Background: an optimization exercise with open tools, aiming at small area and a short achievable clock period. Do not read the settings as production practice.
Function was not checked in any run shown here: the RTL went through the layout flow alone.
Power and IR drop assume default switching activity.

==> design/flow/run.sh <==
#!/bin/bash
# synth_recipe.tcl (not shown) runs the flow's synth.tcl, then flattens the netlist and writes it again
# the make line also repeats each setting of config.mk as NAME=value (left out here)
make -C /OpenROAD-flow-scripts/flow DESIGN_CONFIG=/design/flow/config.mk WORK_HOME=/design/flow/orfs CLKGATE_MAP_FILE= SYNTH_SCRIPT=/design/flow/synth_recipe.tcl finish
==> design/flow/config.mk <==
export PLATFORM = sky130hd
export DESIGN_NAME = bfp_quant_top
export DESIGN_NICKNAME = bfp_quant_top
export VERILOG_FILES = /design/flow/design.v
export SDC_FILE = /design/flow/constraint.sdc
export NUM_CORES = 4
export LEC_CHECK = 0
export CAP_MARGIN = 20
export CORE_AREA = 5 5 445 445
export DIE_AREA = 0 0 450 450
export SLEW_MARGIN = 20
==> design/flow/constraint.sdc <==
create_clock -name core_clock -period 10.0 [get_ports {clk}]
set_input_delay 2.0000 -clock core_clock [delete_from_list [all_inputs] [get_ports {clk}]]
set_output_delay 2.0000 -clock core_clock [all_outputs]
set_load 0.01 [all_outputs]
==> design/flow/design.v <==
`default_nettype none
package fp32_fmt_pkg;
  localparam int block_size_lp = 32;
  localparam int fp_width_lp = 32;
  localparam int exp_width_lp = 8;
  localparam int frac_width_lp = 23;
  typedef union packed {
    logic [fp_width_lp-1:0] raw;
    struct packed {
      logic                     sign;
      logic [exp_width_lp-1:0]  exp;
      logic [frac_width_lp-1:0] frac;
    } fields;
  } fp32_word_u;
endpackage
`default_nettype wire
`default_nettype none
package bfp_code_pkg;
  localparam int mag_width_lp = 5;
  localparam int code_width_lp = mag_width_lp + 1;
  localparam int shift_width_lp = $clog2(mag_width_lp + 1);
  localparam int latency_lp = 1;
endpackage
`default_nettype wire
`timescale 1ns/10ps
`default_nettype none
import fp32_fmt_pkg::*;
import bfp_code_pkg::*;
module bfp_exp_decode
(
  input  logic [block_size_lp-1:0][exp_width_lp-1:0]  exp_i,
  output logic [exp_width_lp-1:0]                     max_exp_o,
  output logic [block_size_lp-1:0]                    hi_eq_o
);
  logic [exp_width_lp:0][block_size_lp-1:0] run;
  logic [exp_width_lp-1:0][block_size_lp-1:0] bits;
  always_comb begin
    for (int k = 0; k < exp_width_lp; k++) begin
      for (int i = 0; i < block_size_lp; i++) begin
        bits[k][i] = exp_i[i][k];
      end
    end
    run[exp_width_lp] = '1;
    for (int k = exp_width_lp - 1; k >= 0; k--) begin
      max_exp_o[k] = |(run[k+1] & bits[k]);
      run[k] = run[k+1] & (bits[k] | {block_size_lp{~max_exp_o[k]}});
    end
  end
  assign hi_eq_o = run[3];
endmodule
`default_nettype wire
`timescale 1ns/10ps
`default_nettype none
import fp32_fmt_pkg::*;
import bfp_code_pkg::*;
module bfp_align_execute
(
  input  logic [exp_width_lp-1:0]   exp_i,
  input  logic [mag_width_lp-2:0]   frac_i,
  input  logic [exp_width_lp-1:0]   max_exp_i,
  input  logic [exp_width_lp-4:0]   max_hi_m1_i,
  input  logic                      hi_eq_i,
  output logic [mag_width_lp-1:0]   mag_o
);
  logic [2:0] t;
  logic       bw0, bw1, bw2;
  logic       hi_ok, live;
  always_comb begin
    t[0] = max_exp_i[0] ^ exp_i[0];
    bw0  = ~max_exp_i[0] & exp_i[0];
    t[1] = max_exp_i[1] ^ exp_i[1] ^ bw0;
    bw1  = (~max_exp_i[1] & exp_i[1]) | (~(max_exp_i[1] ^ exp_i[1]) & bw0);
    t[2] = max_exp_i[2] ^ exp_i[2] ^ bw1;
    bw2  = (~max_exp_i[2] & exp_i[2]) | (~(max_exp_i[2] ^ exp_i[2]) & bw1);
    hi_ok = bw2 ? (exp_i[7:3] == max_hi_m1_i) : hi_eq_i;
    live  = (|exp_i) & hi_ok & (~t[2] | ~(t[1] | t[0]));
    mag_o = live ? ({1'b1, frac_i} >> t) : '0;
  end
endmodule
`default_nettype wire
`timescale 1ns/10ps
`default_nettype none
import fp32_fmt_pkg::*;
import bfp_code_pkg::*;
module bfp_code_result
(
  input  logic                     clk,
  input  logic                     reset_i,
  input  logic                     valid_i,
  input  logic [exp_width_lp-1:0]  shared_exp_i,
  input  logic [block_size_lp*code_width_lp-1:0]  codes_i,
  output logic                     out_valid_o,
  output logic [exp_width_lp-1:0]  shared_exp_o,
  output logic [block_size_lp*code_width_lp-1:0]  codes_o
);
  always_ff @(posedge clk) begin
    if (reset_i) begin
      out_valid_o  <= 1'b0;
      shared_exp_o <= '0;
      codes_o      <= '0;
    end else begin
      out_valid_o <= valid_i;
      if (valid_i) begin
        shared_exp_o <= shared_exp_i;
        codes_o      <= codes_i;
      end
    end
  end
endmodule
`default_nettype wire
`timescale 1ns/10ps
`default_nettype none
import fp32_fmt_pkg::*;
import bfp_code_pkg::*;
module bfp_quant_top
(
  input  logic                     clk,
  input  logic                     reset_i,
  input  logic                     in_valid_i,
  input  logic [block_size_lp*fp_width_lp-1:0]   block_i,
  output logic                                   out_valid_o,
  output logic [exp_width_lp-1:0]                shared_exp_o,
  output logic [block_size_lp*code_width_lp-1:0] codes_o
);
  logic [block_size_lp-1:0][exp_width_lp-1:0]   exps;
  logic [exp_width_lp-1:0]                      max_exp;
  logic [block_size_lp*code_width_lp-1:0]       codes;
  logic [exp_width_lp-4:0]                      max_hi_m1;
  logic [block_size_lp-1:0]                     hi_eq;
  assign max_hi_m1 = max_exp[exp_width_lp-1:3] - 1'b1;
  for (genvar i = 0; i < block_size_lp; i++) begin : g_word
    logic [mag_width_lp-1:0] mag;
    assign exps[i] = block_i[fp_width_lp*i + frac_width_lp +: exp_width_lp];
    bfp_align_execute u_align (
      .exp_i     (exps[i]),
      .frac_i    (block_i[fp_width_lp*i + frac_width_lp - mag_width_lp + 1 +: mag_width_lp - 1]),
      .max_exp_i (max_exp),
      .max_hi_m1_i (max_hi_m1),
      .hi_eq_i   (hi_eq[i]),
      .mag_o     (mag)
    );
    assign codes[code_width_lp*i +: code_width_lp] = {block_i[fp_width_lp*i + fp_width_lp - 1], mag};
  end
  bfp_exp_decode u_decode (
    .exp_i     (exps),
    .max_exp_o (max_exp),
    .hi_eq_o   (hi_eq)
  );
  bfp_code_result u_result (
    .clk          (clk),
    .reset_i      (reset_i),
    .valid_i      (in_valid_i),
    .shared_exp_i (max_exp),
    .codes_i      (codes),
    .out_valid_o  (out_valid_o),
    .shared_exp_o (shared_exp_o),
    .codes_o      (codes_o)
  );
endmodule
`default_nettype wire
==> results of run 1 <==
-- report_power, final --
part / switching, mW / total [mW] / internal [mW]
clock network: 0.459 / 1.07 / 0.608
logic: 2.06 / 4.00 / 1.95
registers: 0.0124 / 0.834 / 0.822
-- layout make-up --
cell class | count | share of cell area
multi-input combinational | 1788 | 0.440
timing repair buffer | 1301 | 0.320
sequential | 201 | 0.105
tap | 2526 | 0.0823
inverter | 239 | 0.0237
clock buffer | 37 | 0.0215
antenna | 74 | 0.00482
clock inverter | 15 | 0.00329
-- flip-flops by register name (all words and copies together), names as in the netlist --
name	flops
u_result.codes_o	192
u_result.out_valid_o	1
u_result.shared_exp_o	8
-- cell usage in the layout (no fill, tap or decap), drive strengths merged, types with 118 or more instances in the layout --
| cell | synthesis | routed |
|---|---|---|
| o21ai | 152 | 152 |
| ha | 129 | 129 |
| inv | 239 | 242 |
| nor2 | 174 | 174 |
| buf | 38 | 692 |
| clkdlybuf4s50 | 0 | 585 |
| a21oi | 123 | 123 |
| dfxtp | 201 | 201 |
| xnor2 | 128 | 128 |
| a22o | 118 | 118 |
-- kinds of logic after synthesis --
group                    after synthesis
AO/OA/AOI/OAI                        739
XOR/XNOR                             130
adder cells (fa/ha/maj)              193
buffers and inverters                336
flip-flops                           201
multiplexers                          58
AND/OR/NAND/NOR                      668
-- path summary, 6_finish.rpt --
| path | to |
|---|---|
| worst max-delay path | u_result.codes_o[58] |
| worst min-delay path | u_result.codes_o[183] |
| worst min register to register | u_result.codes_o[183] |
| worst max register to register | u_result.shared_exp_o[1] |
-- worst reg2reg max path, stage by stage (launching register included) --
cell     delay [ns]
dfxtp_1        0.33
o21ai_0        0.35
a41oi_1        0.16
-- timing repair --
action / CTS / global route
gates cloned: 11 / 0
gates resized for setup: 605 / 221
pin swaps: 177 / 152
hold endpoints to repair: 0 / 0
setup endpoints to repair: 162 / 162
setup buffers: 69 / 42
-- per-stage QoR --
step / std cells / utilization / setup TNS [ns]
after floorplan: 2325 / - / -386.79
after global placement: 5951 / 0.171 / -1010.64
after detailed placement: 5952 / 0.171 / -894.36
after CTS: 6071 / 0.193 / -462.73
after global routing: 6152 / 0.199 / -546.00
final: 6181 / 0.200 / -522.05
-- synthesized netlist by cell type, types with 7 or more instances --
cell type	number
nand4_1	23
nor4bb_1	8
nor4_1	85
o2111ai_1	7
inv_1	239
o21ai_1	17
nor2b_1	55
and3_1	7
o311ai_0	10
dfxtp_1	201
fa_1	64
a21oi_1	123
or2_2	8
nand2_1	93
mux2i_1	51
nor3b_1	15
nand3_1	28
a2111oi_0	9
xnor2_1	127
a22oi_1	27
o41ai_1	8
a311oi_1	7
o211ai_1	29
a22o_1	118
o31ai_1	19
clkbuf_1	59
buf_2	19
mux2_2	7
buf_1	11
a211oi_1	60
nor3_1	62
nand2b_1	34
or3_1	13
ha_1	129
a32o_1	7
or4_1	21
o22ai_1	105
o21ai_0	135
nor2_1	173
nor4b_1	17
-- per-layer routing --
metal / GRT usage / vias to the layer above / wire [um]
met3: 0.0764 / 647 / 19200
met1: 0.161 / 12400 / 59400
met4: 0.143 / 58 / 18500
li1: - / 11200 / -
met5: 0 / - / 404
met2: 0.270 / 1458 / 81000
==> reports/summary.log, run 1 <==
[synthesis] number of storage elements in the synthesis netlist 201
[synthesis] multiplexer share of the synthesized area 0.0316
[critical_path] Top Family by Delay on Critical Path simple AND/OR/NAND/NOR gates
[global_route] Congestion Overflow GR 0
[synthesis] top_reg_cell synth dfxtp_1
[critical_path] classification of the worst setup path primary input to register
[synthesis] Yosys cell types 77
[sta] FMAX 73.9 MHz
[critical_path] Worst path max stage delay 0.54 ns
[sta] worst hold slack 0.447 ns
[critical_path] critical path capture point type register
[clock_tree] clock tree from TritonCTS built
[synthesis] Post-Synthesis Cells 2325
[clock_tree] clock net sink count 201
[final_layout] area of the multi-input gates 0.0169 sq mm
[critical_path] cell type of the slowest stage on the worst timing path a311oi_1
[global_route] vias in the first global route 26000
[place] worst setup slack before clock tree synthesis -6.10 ns
[synthesis] simple-gate share of the synthesized area 0.193
[critical_path] total buffers and inverters traversed by the critical path 27
[critical_path] arrival time of the worst setup path 14.03 ns
[place] post-detailed-placement cell area 0.0329 sq mm
[status] result of the run complete, but fails checks
[clock_tree] Clock Path Buffers 3
[pwr] leak pwr 14.4 nW
[critical_path] reg2reg start u_result.shared_exp_o[1]
[job] max-cap check violation count 0
[clock_tree] Hold Buf Count CTS 0
[final_layout] Layout area overhead 106%
[critical_path] CP startpoint kind primary input
[floorplan] total die area 0.203 sq mm
[critical_path] depth of the most critical reg-to-reg path 2
[final_layout] sequential cell area in the final layout 0.00402 sq mm
[floorplan] Initial Util 0.0968
[routing] antenna violation net count after detailed routing 0
[sta] fin crit period 13.53 ns
[routing] Routed Wire Length 179000 um
[synthesis] area share of the leading cell type in the synthesized netlist 0.216
[place] sum of net half-perimeters after detailed placement 153000 um
[floorplan] num ports 1228
[synthesis] Synthesis Warnings 3
[synthesis] leading cell types by total area after synthesis dfxtp_1 (22%), ha_1 (8.7%), fa_1 (6.9%)
[final_layout] share of final-layout standard cells stronger than drive strength 1 0.365
[synthesis] EDFF count, synth 0
[routing] Vias 25800
[routing] number of iterations in the first detailed-routing pass 8
[critical_path] CP most frequent cell buf_12
[sta] final critical-path share of the clock period 1.35
[synthesis] Mean Syn Cell Area 8.02 sq um
[pwr] Pwr Total 5.91 mW
[sta] transition at the pin with the smallest max-transition slack 0.780 ns
[sta] Setup Viol. Count Final 162
[synthesis] library cell with the largest summed area after synthesis dfxtp_1
[floorplan] die width 450 um
[synthesis] Post-Synth XOR/XNOR Area 0.0615
[synthesis] main combinational cell family by area after synthesis compound AO/OA/AOI/OAI gates
[critical_path] Worst setup startpoint block_i[574]
[sta] crit path setup slack, layout -3.53 ns
[critical_path] required time worst endpoint 10.50 ns
[routing] wire length per cell after detailed routing 28.9 um
[clock_tree] source-to-sink clock delay at the later pin of the worst-skew pair 0.60 ns
[sta] final hold viol count 0
[global_route] combined global-route utilization of all metal layers 0.167
[final_layout] FILL cells 21200
[min_path] worst min-delay path category register to register
[sta] skew final 0 ns
[critical_path] number of gates on the worst path with buffers counted 66
[floorplan] core footprint 0.193 sq mm
[global_route] number of antenna violations at the first check in global routing 182
[clock_tree] cell at the root of the clock tree clkbuf_16
[place] gpl congestion 1.04
[pwr] Cell Pwr Density 154 mW/mm^2
[final_layout] Final #Nets 4779
[global_route] wire length of the first global-routing pass 232000 um
[pwr] peak supply drop 0.139 mV
[min_path] beginning of the worst hold path u_result.codes_o[183]
[synthesis] asr flop ratio synth 0
[synthesis] post-synthesis compound-gate area fraction 0.271
[clock_tree] number of clock buffers inserted by TritonCTS 28
[synthesis] synthesized area 0.0186 sq mm
[global_route] pin count of the biggest net entering global routing 137
[place] number of port buffers 619
[synthesis] adder and majority gate portion of the synthesized area 0.155
[routing] count of unresolved DRC violations after routing 0
[clock_tree] H-Tree Level Count 1
[sta] RSZ-0062 raised after global routing yes
[final_layout] finished layout cell area 0.0384 sq mm
[floorplan] Std-Cell Rows 161
[floorplan] die boundary height 450 um
[min_path] Cells on Worst Hold Path 2
[routing] post-detailed-route via-to-cell ratio 4.17
[critical_path] Register-to-Register Setup Slack 8.95 ns
[status] failed layout checks setup timing
[synthesis] portion of the post-synthesis area used by sequential elements 0.216
[critical_path] largest driver fanout on the critical path 7
[clock_tree] Clock transition at path regs 0.06 ns
[routing] 1st-iter DRT viols 1937
[synthesis] net count after synthesis 3545
[sta] number of slew-limit violations in the final report 0
[sta] relative slew slack 0.474
==> run 2, diff against run 1 <==
==> design/flow/flow/run.sh (new file) <==
#!/bin/bash
# The standard layout (the standard.sh: standard synthesis script,
# floorplan, placement, CTS, routing) with two changes:
# - synthesis leaves adders to abc: ADDER_MAP_FILE is empty, so Yosys's
#   extract_fa pass does not turn the small subtracts into half/full adder
#   cells (registers, names and flip-flop cells are unchanged);
# - the buffer that placement puts on every input and output port is
#   sky130_fd_sc_hd__buf_1 instead of the default delay cell
#   (clkdlybuf4s50_1). Every port still gets its own buffer.
# standard.sh writes each tool's log under orfs/logs; its own output goes
# to standard.log here.
set -euo pipefail
export ADDER_MAP_FILE=
export BUFFER_PORTS_ARGS="-buffer_cell sky130_fd_sc_hd__buf_1"
bash standard.sh > standard.log 2>&1
==> design/flow/standard.sh (new file) <==
#!/bin/bash
# synth_recipe.tcl (not shown) runs the flow's synth.tcl, then flattens the netlist and writes it again
# the make line also repeats each setting of config.mk as NAME=value (left out here)
make -C /OpenROAD-flow-scripts/flow DESIGN_CONFIG=/design/flow/config.mk WORK_HOME=/design/flow/orfs CLKGATE_MAP_FILE= SYNTH_SCRIPT=/design/flow/synth_recipe.tcl "${@:-finish}"
--- a/design/flow/config.mk
+++ b/design/flow/config.mk
@@ -5,6 +5,7 @@
 export SDC_FILE = /design/flow/constraint.sdc
 export NUM_CORES = 4
 export LEC_CHECK = 0
+export ABC_AREA = 1
 export CAP_MARGIN = 20
 export CORE_AREA = 5 5 445 445
 export DIE_AREA = 0 0 450 450
removed: design/flow/run.sh
==> run 2 against run 1 <==
  * Still fails the layout checks on setup timing
  * Via count rose by 25%
  * Die area did not move
  * Routed wire length fell by 1.1%
  * Critical path depth rose by 13
  * Synthesized area rose by 15%
  * Clock skew did not move
  * Sequential share of layout area rose by 0.24 points
  * Clock power barely moved
  * Final cell count rose by 32%
  * Clock-buffer cell count rose by 2
  * Worst hold slack improved by 0.017 ns
  * Power rose by 0.94%
==> reports/summary.log, run 2 <==
[status] result of the run complete, but fails checks [unchanged]
[status] failed layout checks setup timing [unchanged]
[routing] WL met1 58100 um [was 59400 um]
[critical_path] critical path capture point type register [unchanged]
[pwr] leak pwr 18.7 nW [was 14.4 nW]
[floorplan] core footprint 0.193 sq mm [unchanged]
[final_layout] FILL cells 22300 [was 21200]
[synthesis] top_reg_cell synth dfxtp_1 [unchanged]
[synthesis] most frequent cells after synthesis nand2_1 (1837), inv_1 (551), nand3_1 (436) [was inv_1 (239), dfxtp_1 (201), nor2_1 (173)]
[routing] count of unresolved DRC violations after routing 0 [unchanged]
[final_layout] utilization of the core after routing 0.195 [was 0.200]
[global_route] wire length of the first global-routing pass 226000 um [was 232000 um]
[floorplan] Std-Cell Rows 161 [unchanged]
[synthesis] synthesized area 0.0214 sq mm [was 0.0186 sq mm]
[sta] number of slew-limit violations in the final report 0 [unchanged]
[critical_path] depth of the most critical reg-to-reg path 4 [was 2]
[critical_path] Worst path max stage delay 0.23 ns [was 0.54 ns]
[sta] fin crit period 10.05 ns [was 13.53 ns]
[critical_path] classification of the worst setup path primary input to register [unchanged]
[critical_path] largest driver fanout on the critical path 8 [was 7]
[global_route] pin count of the biggest net entering global routing 83 [was 137]
[final_layout] largest registers ranked by flip-flop count u_result.codes_o (192), u_result.shared_exp_o (8), u_result.out_valid_o (1) [unchanged]
[global_route] combined global-route utilization of all metal layers 0.159 [was 0.167]
[final_layout] leading cell type in the layout, fill and taps excluded nand2_1 [was clkdlybuf4s50_1]
[routing] 1st-iter DRT viols 1895 [was 1937]
[critical_path] CP startpoint kind primary input [unchanged]
[routing] number of iterations in the first detailed-routing pass 5 [was 8]
[synthesis] EDFF count, synth 0 [unchanged]
[job] max-cap check violation count 0 [unchanged]
[critical_path] CP most frequent cell nand2_4 [was buf_12]
[clock_tree] clock net sink count 201 [unchanged]
[final_layout] Layout area overhead 75.3% [was 106%]
[synthesis] number of storage elements in the synthesis netlist 201 [unchanged]
[synthesis] asr flop ratio synth 0 [unchanged]
[final_layout] commonest non-fill, non-tap cells in the layout nand2_1 (1480), buf_4 (691), buf_1 (590) [was clkdlybuf4s50_1 (585), buf_4 (558), inv_1 (219)]
[synthesis] most frequent cell after synthesis nand2_1 [was inv_1]
[floorplan] die boundary height 450 um [unchanged]
[clock_tree] clock tree from TritonCTS built [unchanged]
[floorplan] total die area 0.203 sq mm [unchanged]
[pwr] Cell Pwr Density 159 mW/mm^2 [was 154 mW/mm^2]
[synthesis] library cell with the largest summed area after synthesis nand2_1 [was dfxtp_1]
[min_path] worst min-delay path category register to register [unchanged]
[synthesis] leading cell types by total area after synthesis nand2_1 (32%), dfxtp_1 (19%), nand3_1 (10%) [was dfxtp_1 (22%), ha_1 (8.7%), fa_1 (6.9%)]
[routing] Max Used Layer met5 [unchanged]
[clock_tree] number of clock buffers inserted by TritonCTS 28 [unchanged]
[final_layout] Final #Nets 6574 [was 4779]
[place] DP Cell Count 7973 [was 5952]
[routing] Routed Wire Length 177000 um [was 179000 um]
[place] worst setup slack before clock tree synthesis -2.13 ns [was -6.10 ns]
[synthesis] Yosys cell types 27 [was 77]
[critical_path] capturing instance or port of the critical path u_result.codes_o[15] [was u_result.codes_o[58]]
[place] number of port buffers 619 [unchanged]
[sta] transition at the pin with the smallest max-transition slack 1.02 ns [was 0.780 ns]
[critical_path] reg2reg start u_result.shared_exp_o[5] [was u_result.shared_exp_o[1]]
[routing] antenna violation net count after detailed routing 0 [unchanged]
[synthesis] Synthesis Warnings 3 [unchanged]
[synthesis] area share of the leading cell type in the synthesized netlist 0.322 [was 0.216]
[final_layout] flip-flop count of the largest register after layout 192 [unchanged]
[sta] skew final 0 ns [unchanged]
[sta] FMAX 99.5 MHz [was 73.9 MHz]
[critical_path] Worst setup startpoint block_i[382] [was block_i[574]]
[global_route] Congestion Overflow GR 0 [unchanged]
[floorplan] die width 450 um [unchanged]
[critical_path] r2r endpoint u_result.shared_exp_o[5] [was u_result.shared_exp_o[1]]
[synthesis] net count after synthesis 5252 [was 3545]
[clock_tree] source-to-sink clock delay at the later pin of the worst-skew pair 0.64 ns [was 0.60 ns]
[global_route] vias in the first global route 29400 [was 26000]
[synthesis] Mean Syn Cell Area 5.07 sq um [was 8.02 sq um]
[sta] RSZ-0062 raised after global routing yes [unchanged]
[routing] Vias 32300 [was 25800]
[synthesis] Post-Synthesis Cells 4225 [was 2325]
[clock_tree] cell at the root of the clock tree clkbuf_16 [unchanged]
[clock_tree] Hold Buf Count CTS 0 [unchanged]
[clock_tree] Clock Path Buffers 3 [unchanged]
[floorplan] Initial Util 0.111 [was 0.0968]
[sta] Setup Viol. Count Final 22 [was 162]
[critical_path] arrival time of the worst setup path 10.62 ns [was 14.03 ns]
[pwr] peak supply drop 0.138 mV [was 0.139 mV]
[routing] wire length per cell after detailed routing 21.6 um [was 28.9 um]
[place] sum of net half-perimeters after detailed placement 147000 um [was 153000 um]
[final_layout] filler-free cell count of the finished design 8170 [was 6181]
[floorplan] num ports 1228 [unchanged]
[routing] WL met2 88700 um [was 81000 um]
[sta] final critical-path share of the clock period 1.00 [was 1.35]
[critical_path] Register-to-Register Setup Slack 9.19 ns [was 8.95 ns]
[critical_path] cell type of the slowest stage on the worst timing path nor2_4 [was a311oi_1]
[sta] crit path setup slack, layout -0.0470 ns [was -3.53 ns]
[final_layout] share of final-layout standard cells stronger than drive strength 1 0.285 [was 0.365]
[final_layout] largest register by flop count u_result.codes_o [unchanged]
[sta] final hold viol count 0 [unchanged]
[global_route] number of antenna violations at the first check in global routing 212 [was 182]
[clock_tree] Clock transition at path regs 0.06 ns [about the same]
[sta] relative slew slack 0.319 [was 0.474]
[routing] post-detailed-route via-to-cell ratio 3.96 [was 4.17]
[routing] wire length on met3 16800 um [was 19200 um]
[place] gpl congestion 0.934 [was 1.04]
[critical_path] required time worst endpoint 10.57 ns [was 10.50 ns]
[synthesis] portion of the post-synthesis area used by sequential elements 0.188 [was 0.216]
[clock_tree] H-Tree Level Count 1 [unchanged]
==> run 2: logic make-up (layout without fill, tap and decap cells) <==
family                    Yosys count  after routing  share of synthesized area
xor gates and xnor gates           97             97                     0.0396
DFF                               201            201                      0.188
and+or+nand+nor                  2812           2812                      0.539
AOI/OAI and AO/OA                 367            367                     0.0956
buffers and inverters             748           2088                      0.138
other                               0             79                          0
==> run 2: per-layer routing <==
layer,up-vias,track usage
li1,16000,-
met1,14600,0.151
met2,1235,0.286
met3,553,0.0635
met4,20,0.101
met5,-,0
==> run 2: cell type report <==
type	instances	area [sq um]	share of cell area
well taps	2526	3160	0.0841
diodes	79	198	0.00526
flip-flops and latches	201	4020	0.107
clock buffers	39	823	0.0219
multi-input cells	3276	17400	0.463
inverters	627	2390	0.0636
repair buffers	1413	9470	0.252
clock inverters	9	113	0.00300
==> run 2: power breakdown <==
part           internal [mW]  total [mW]  switching, mW
Clock                  0.620        1.08          0.455
Combinational           1.64        3.98           2.35
Sequential             0.867       0.901         0.0338
==> run 2: through the flow <==
step	hold WS [ns]	setup TNS (ns)	total power [mW]	instance area [sq um]
floorplan	0.490	0	2.57	21400
global placement	0.452	-305.39	4.20	32100
finish	0.463	-0.480	5.96	37600
CTS	0.463	-12.37	5.47	33800
global route	0.479	-43.39	6.38	37500
detailed placement	0.454	-317.93	4.20	32100
==> run 2: worst min path at each step <==
stage | startpoint | end | slack [ns] | depth (start not counted)
2_1_floorplan | u_result.codes_o[0] | u_result.codes_o[0] | 0.49 | 2
3_3_place_gp | u_result.codes_o[55] | u_result.codes_o[55] | 0.45 | 2
3_5_place_dp | u_result.codes_o[142] | u_result.codes_o[142] | 0.45 | 2
4_1_cts | u_result.codes_o[142] | u_result.codes_o[142] | 0.46 | 2
5_1_grt | u_result.codes_o[61] | u_result.codes_o[61] | 0.48 | 2
6_report | u_result.codes_o[114] | u_result.codes_o[114] | 0.46 | 2
==> run 2: critical path, delay by kind of cell <==
kind | cells | cell delay (ns)
AOI/OAI and AO/OA | 2 | 0.16
buffers and inverters | 18 | 2.78
and+or+nand+nor | 59 | 5.62
==> run 2: repair_timing <==
| item | in CTS | in global routing |
|---|---|---|
| endpoints found under the setup margin | 161 | 161 |
| pin swaps | 9 | 183 |
| buffers inserted | 14 | 44 |
| gates resized for setup | 134 | 824 |
| cloned | 5 | 17 |

afterwards: timing with drivers on the ports:
The flow's constraints put no driver on any port. The routed layouts listed below were extracted and timed again, unchanged, in two steps. Step 1 (the two cells are an assumption about what drives the block):
set clk [get_ports {clk}]
set_driving_cell -lib_cell sky130_fd_sc_hd__clkbuf_16 $clk
set_driving_cell -lib_cell sky130_fd_sc_hd__buf_2 [delete_from_list [all_inputs] $clk]
Step 2, shift: input delay + t, output delay - t, t = (earliest + latest rising clock arrival at the registers) / 2. This alone moves slack from input paths to output paths. a / b / c = no drivers / after step 1 / after step 2; a / b = the first two.
| run | t, ns | setup WS [ns] | worst hold slack (ns) | worst setup path at the end | worst data-port slew with drivers (ns) |
|---|---|---|---|---|---|
| run 1 | 0.672 | -3.531 / -3.665 / -4.338 | 0.447 / 0.447 / 0.447 | input to register | 0.28 |
| run 2 | 0.691 | -0.047 / -0.142 / -0.833 | 0.463 / 0.463 / 0.463 | input to register | 0.23 |
The setup slack of run 1, which loses most, moves by -0.134 ns with the drivers and by -0.807 ns with both steps.
